Background: an optimization exercise with open tools, aiming at small area, a short achievable clock period and few clock cycles. Do not read the settings as production practice.
Power is estimated from default activity; no workload was simulated.

## battle_engine
module battle_engine (
    input  logic                          clk_25MHz,
    input  logic                          rst,
    input  logic                          start,
    input  logic                          frame_valid,
    output logic                          frame_ready,
    input  logic                          spawn_valid,
    output logic                          spawn_ready,
    input  logic                          spawn_enemy,
    input  logic [battle_pkg::type_w-1:0] spawn_type,
    output logic [battle_pkg::hp_w-1:0]   tower_hp_enemy,
    output logic [battle_pkg::hp_w-1:0]   tower_hp_army,
    output logic [battle_pkg::slot_w:0]   enemy_count,
    output logic [battle_pkg::slot_w:0]   army_count,
    output logic [battle_pkg::x_w-1:0]    enemy_front_x,
    output logic [battle_pkg::x_w-1:0]    army_front_x,
    output logic                          game_win,
    output logic                          game_lose
);
Size in the first run: ~7,500 cells after synthesis, ~450 flip-flops, ~64 I/O pins, ~0.060 mm2 of cells after synthesis.
==> module unit_squad, before the edit <==
module unit_squad #(
    parameter bit side_enemy = 1'b1
) (
    input  logic                          clk_25MHz,
    input  logic                          rst,
    input  logic                          start,
    input  logic                          spawn_go,
    input  logic [battle_pkg::type_w-1:0] spawn_type,
    input  logic                          frame_go,
    input  logic                          opp_alive,      
    input  logic [battle_pkg::x_w-1:0]    opp_front_x,    
    input  logic [battle_pkg::dmg_w-1:0]  dmg_in,         
    output logic                          has_free,
    output logic                          any_alive,
    output logic [battle_pkg::slot_w:0]   alive_count,
    output logic [battle_pkg::x_w-1:0]    front_x,
    output logic [battle_pkg::dmg_w-1:0]  dmg_unit,       
    output logic [battle_pkg::dmg_w-1:0]  dmg_tower       
);
    localparam int n  = battle_pkg::slot_cnt;
    localparam int xw = battle_pkg::x_w;
    localparam logic [xw-1:0] spawn_x = side_enemy ? battle_pkg::enemy_spawn_x :
                                                     battle_pkg::army_spawn_x;
    logic [n-1:0]                    alive_q;
    logic [battle_pkg::type_w-1:0]   type_q [n];
    logic [xw-1:0]                   x_q    [n];
    logic [battle_pkg::uhp_w-1:0]    hp_q   [n];
    logic [battle_pkg::cnt_w-1:0]    c_q    [n];
    logic [battle_pkg::slot_w:0]     count_q;
    logic [xw-1:0]                   front_q;
    logic [n-1:0]                 opp_in, tower_in, strike;
    logic [xw-1:0]                x_nx   [n];
    logic [battle_pkg::cnt_w-1:0] c_nx   [n];
    logic [4:0]                   atk_u  [n];
    logic [4:0]                   atk_t  [n];
    for (genvar i = 0; i < n; i++) begin : g_step
        logic [10:0] reach;    
        logic [battle_pkg::cnt_w-1:0] c;
        logic go;
        assign c = c_q[i];
        if (side_enemy) begin : g_e
            assign reach       = 11'(x_q[i]) + 11'(battle_pkg::unit_range(type_q[i]));
            assign opp_in[i]   = opp_alive && (reach >= 11'(opp_front_x));
            assign tower_in[i] = (reach >= 11'd570);
            assign x_nx[i]     = (c == '0) && !go ?
                                 x_q[i] + xw'(battle_pkg::unit_speed(type_q[i])) : x_q[i];
        end else begin : g_a
            assign reach       = 11'(x_q[i]) - 11'(battle_pkg::unit_range(type_q[i]));
            assign opp_in[i]   = opp_alive && (reach <= 11'(opp_front_x));
            assign tower_in[i] = (reach <= 11'd70);
            assign x_nx[i]     = (c == '0) && !go ?
                                 x_q[i] - xw'(battle_pkg::unit_speed(type_q[i])) : x_q[i];
        end
        assign go          = opp_in[i] || tower_in[i];
        assign strike[i]   = alive_q[i] && (c == battle_pkg::unit_strike(type_q[i]));
        assign c_nx[i]     = (c == '0) ? {3'd0, go} :
                             (c == battle_pkg::unit_last(type_q[i])) ? '0 : c + 1'b1;
        assign atk_u[i]    = (strike[i] && opp_in[i])  ? battle_pkg::unit_atk(type_q[i]) : '0;
        assign atk_t[i]    = (strike[i] && !opp_in[i]) ? battle_pkg::unit_atk(type_q[i]) : '0;
    end
    always_comb begin
        dmg_unit  = '0;
        dmg_tower = '0;
        for (int i = 0; i < n; i++) begin
            dmg_unit  = dmg_unit  + battle_pkg::dmg_w'(atk_u[i]);
            dmg_tower = dmg_tower + battle_pkg::dmg_w'(atk_t[i]);
        end
    end
    logic [n-1:0] beats [n];    
    logic [n-1:0] is_f, is_s;
    for (genvar i = 0; i < n; i++) begin : g_cmp
        for (genvar j = 0; j < n; j++) begin : g_j
            if (i < j) begin : g_lt
                assign beats[i][j] = side_enemy ? (x_nx[i] >= x_nx[j]) : (x_nx[i] <= x_nx[j]);
            end else if (i > j) begin : g_gt
                assign beats[i][j] = !beats[j][i];
            end else begin : g_eq
                assign beats[i][j] = 1'b1;
            end
        end
        assign is_f[i] = alive_q[i] && &(beats[i] | ~alive_q);
        assign is_s[i] = alive_q[i] && !is_f[i] && &(beats[i] | ~alive_q | is_f);
    end
    logic [battle_pkg::uhp_w-1:0] f_hp;
    logic [xw-1:0]                f_x, s_x;
    logic                         kill;
    always_comb begin
        f_hp = '0;
        f_x  = '0;
        s_x  = '0;
        for (int i = 0; i < n; i++) begin
            f_hp = f_hp | (is_f[i] ? hp_q[i] : '0);
            f_x  = f_x  | (is_f[i] ? x_nx[i] : '0);
            s_x  = s_x  | (is_s[i] ? x_nx[i] : '0);
        end
        if (!(|is_f)) f_x = spawn_x;
        if (!(|is_s)) s_x = spawn_x;
    end
    assign kill = (|alive_q) && (dmg_in >= f_hp);
    logic [n-1:0] free_1h;
    always_comb begin
        free_1h = '0;
        for (int i = n - 1; i >= 0; i--)
            if (!alive_q[i]) free_1h = n'(1) << i;
    end
    assign alive_count = count_q;
    assign has_free    = !count_q[battle_pkg::slot_w];
    assign any_alive   = |count_q;
    assign front_x     = front_q;
    always_ff @(posedge clk_25MHz) begin
        if (rst || start) begin
            alive_q <= '0;
            count_q <= '0;
            front_q <= spawn_x;
        end else if (frame_go) begin
            alive_q <= alive_q & ~(kill ? is_f : '0);
            count_q <= count_q - kill;
            front_q <= kill ? s_x : f_x;
        end else if (spawn_go) begin
            alive_q <= alive_q | free_1h;
            count_q <= count_q + 1'b1;
        end
    end
    for (genvar i = 0; i < n; i++) begin : g_slot
        always_ff @(posedge clk_25MHz) begin
            if (spawn_go && free_1h[i]) begin
                type_q[i] <= spawn_type;
                x_q[i]    <= spawn_x;
                hp_q[i]   <= battle_pkg::unit_hp(spawn_type);
                c_q[i]    <= '0;
            end else if (frame_go) begin
                x_q[i] <= x_nx[i];
                c_q[i] <= c_nx[i];
                if (is_f[i])
                    hp_q[i] <= f_hp - dmg_in;
            end
        end
    end
endmodule
clock: 18.0 ns
lec_check: 0
cap_margin: 20
core_margin: 2
core_utilization: 40
setup_slack_margin: 5
slew_margin: 20
run.sh (not shown) runs the stock make flow with config.mk's settings and CLKGATE_MAP_FILE= SYNTH_SCRIPT=/design/flow/synth_recipe.tcl, a recipe that flattens the netlist after the stock synthesis.
Change:
--- a/flow/design.v
+++ b/flow/design.v
@@ -96,6 +96,8 @@
     logic [battle_pkg::cnt_w-1:0] c_nx   [n];
     logic [4:0]                   atk_u  [n];
     logic [4:0]                   atk_t  [n];
+    logic [n-1:0]                 k_hit;
+    logic [battle_pkg::uhp_w:0]   hp_left [n];
     for (genvar i = 0; i < n; i++) begin : g_step
         logic [10:0] reach;    
         logic [battle_pkg::cnt_w-1:0] c;
@@ -120,15 +122,21 @@
                              (c == battle_pkg::unit_last(type_q[i])) ? '0 : c + 1'b1;
         assign atk_u[i]    = (strike[i] && opp_in[i])  ? battle_pkg::unit_atk(type_q[i]) : '0;
         assign atk_t[i]    = (strike[i] && !opp_in[i]) ? battle_pkg::unit_atk(type_q[i]) : '0;
+        assign hp_left[i]  = {1'b0, hp_q[i]} - {1'b0, dmg_in};
+        assign k_hit[i]    = hp_left[i][battle_pkg::uhp_w] || (hp_left[i][battle_pkg::uhp_w-1:0] == '0);
     end
-    always_comb begin
-        dmg_unit  = '0;
-        dmg_tower = '0;
-        for (int i = 0; i < n; i++) begin
-            dmg_unit  = dmg_unit  + battle_pkg::dmg_w'(atk_u[i]);
-            dmg_tower = dmg_tower + battle_pkg::dmg_w'(atk_t[i]);
-        end
+    logic [6:0] su1 [4], st1 [4];
+    logic [7:0] su2 [2], st2 [2];
+    for (genvar k = 0; k < 4; k++) begin : g_s1
+        assign su1[k] = 7'(atk_u[2*k]) + 7'(atk_u[2*k+1]);
+        assign st1[k] = 7'(atk_t[2*k]) + 7'(atk_t[2*k+1]);
+    end
+    for (genvar k = 0; k < 2; k++) begin : g_s2
+        assign su2[k] = 8'(su1[2*k]) + 8'(su1[2*k+1]);
+        assign st2[k] = 8'(st1[2*k]) + 8'(st1[2*k+1]);
     end
+    assign dmg_unit  = su2[0] + su2[1];
+    assign dmg_tower = st2[0] + st2[1];
     logic [n-1:0] beats [n];    
     logic [n-1:0] is_f, is_s;
     for (genvar i = 0; i < n; i++) begin : g_cmp
@@ -144,28 +152,27 @@
         assign is_f[i] = alive_q[i] && &(beats[i] | ~alive_q);
         assign is_s[i] = alive_q[i] && !is_f[i] && &(beats[i] | ~alive_q | is_f);
     end
-    logic [battle_pkg::uhp_w-1:0] f_hp;
     logic [xw-1:0]                f_x, s_x;
     logic                         kill;
     always_comb begin
-        f_hp = '0;
         f_x  = '0;
         s_x  = '0;
         for (int i = 0; i < n; i++) begin
-            f_hp = f_hp | (is_f[i] ? hp_q[i] : '0);
             f_x  = f_x  | (is_f[i] ? x_nx[i] : '0);
             s_x  = s_x  | (is_s[i] ? x_nx[i] : '0);
         end
         if (!(|is_f)) f_x = spawn_x;
         if (!(|is_s)) s_x = spawn_x;
     end
-    assign kill = (|alive_q) && (dmg_in >= f_hp);
+    assign kill = |(is_f & k_hit);
     logic [n-1:0] free_1h;
     always_comb begin
         free_1h = '0;
         for (int i = n - 1; i >= 0; i--)
             if (!alive_q[i]) free_1h = n'(1) << i;
     end
+    logic [battle_pkg::slot_w:0] count_m1;
+    assign count_m1    = count_q - 1'b1;
     assign alive_count = count_q;
     assign has_free    = !count_q[battle_pkg::slot_w];
     assign any_alive   = |count_q;
@@ -177,7 +184,7 @@
             front_q <= spawn_x;
         end else if (frame_go) begin
             alive_q <= alive_q & ~(kill ? is_f : '0);
-            count_q <= count_q - kill;
+            if (kill) count_q <= count_m1;
             front_q <= kill ? s_x : f_x;
         end else if (spawn_go) begin
             alive_q <= alive_q | free_1h;
@@ -195,7 +202,7 @@
                 x_q[i] <= x_nx[i];
                 c_q[i] <= c_nx[i];
                 if (is_f[i])
-                    hp_q[i] <= f_hp - dmg_in;
+                    hp_q[i] <= hp_left[i][battle_pkg::uhp_w-1:0];
             end
         end
     end
Final area climbs by a few percent.
Hold slack gets better by 0.0039 ns.
Via count rises by a few percent.
Power went down by a few percent.
Non-clock buffer count is higher by 12.
No functional check of the RTL was part of any run of this note.

-- re-timing with driven ports --
The flow's constraints put no driver on any port. The routed layouts listed below were extracted and timed again, unchanged, in two steps.
Step 1 (the two cells are an assumption about what drives the block):
set clk [get_ports {clk_25MHz}]
set_driving_cell -lib_cell sky130_fd_sc_hd__clkbuf_16 $clk
set_driving_cell -lib_cell sky130_fd_sc_hd__buf_2 [delete_from_list [all_inputs] $clk]
Step 2 adds t to the input delays and takes it off the output delays; t is the mean of the earliest and latest rising clock arrival at the registers after step 1. Input paths then give back, and output paths get back, about the clock's delay inside the block.
Slacks: ideal / step 1 / step 2; pairs: ideal / step 1.
run	t (ns)	setup slack, ns	clock arrival spread, ns
the first run	0.758	5.564 / 5.564 / 5.564	0.065 / 0.066
the second run	0.750	6.337 / 6.337 / 6.337	0.038 / 0.038
After both steps every run listed still meets setup and hold.
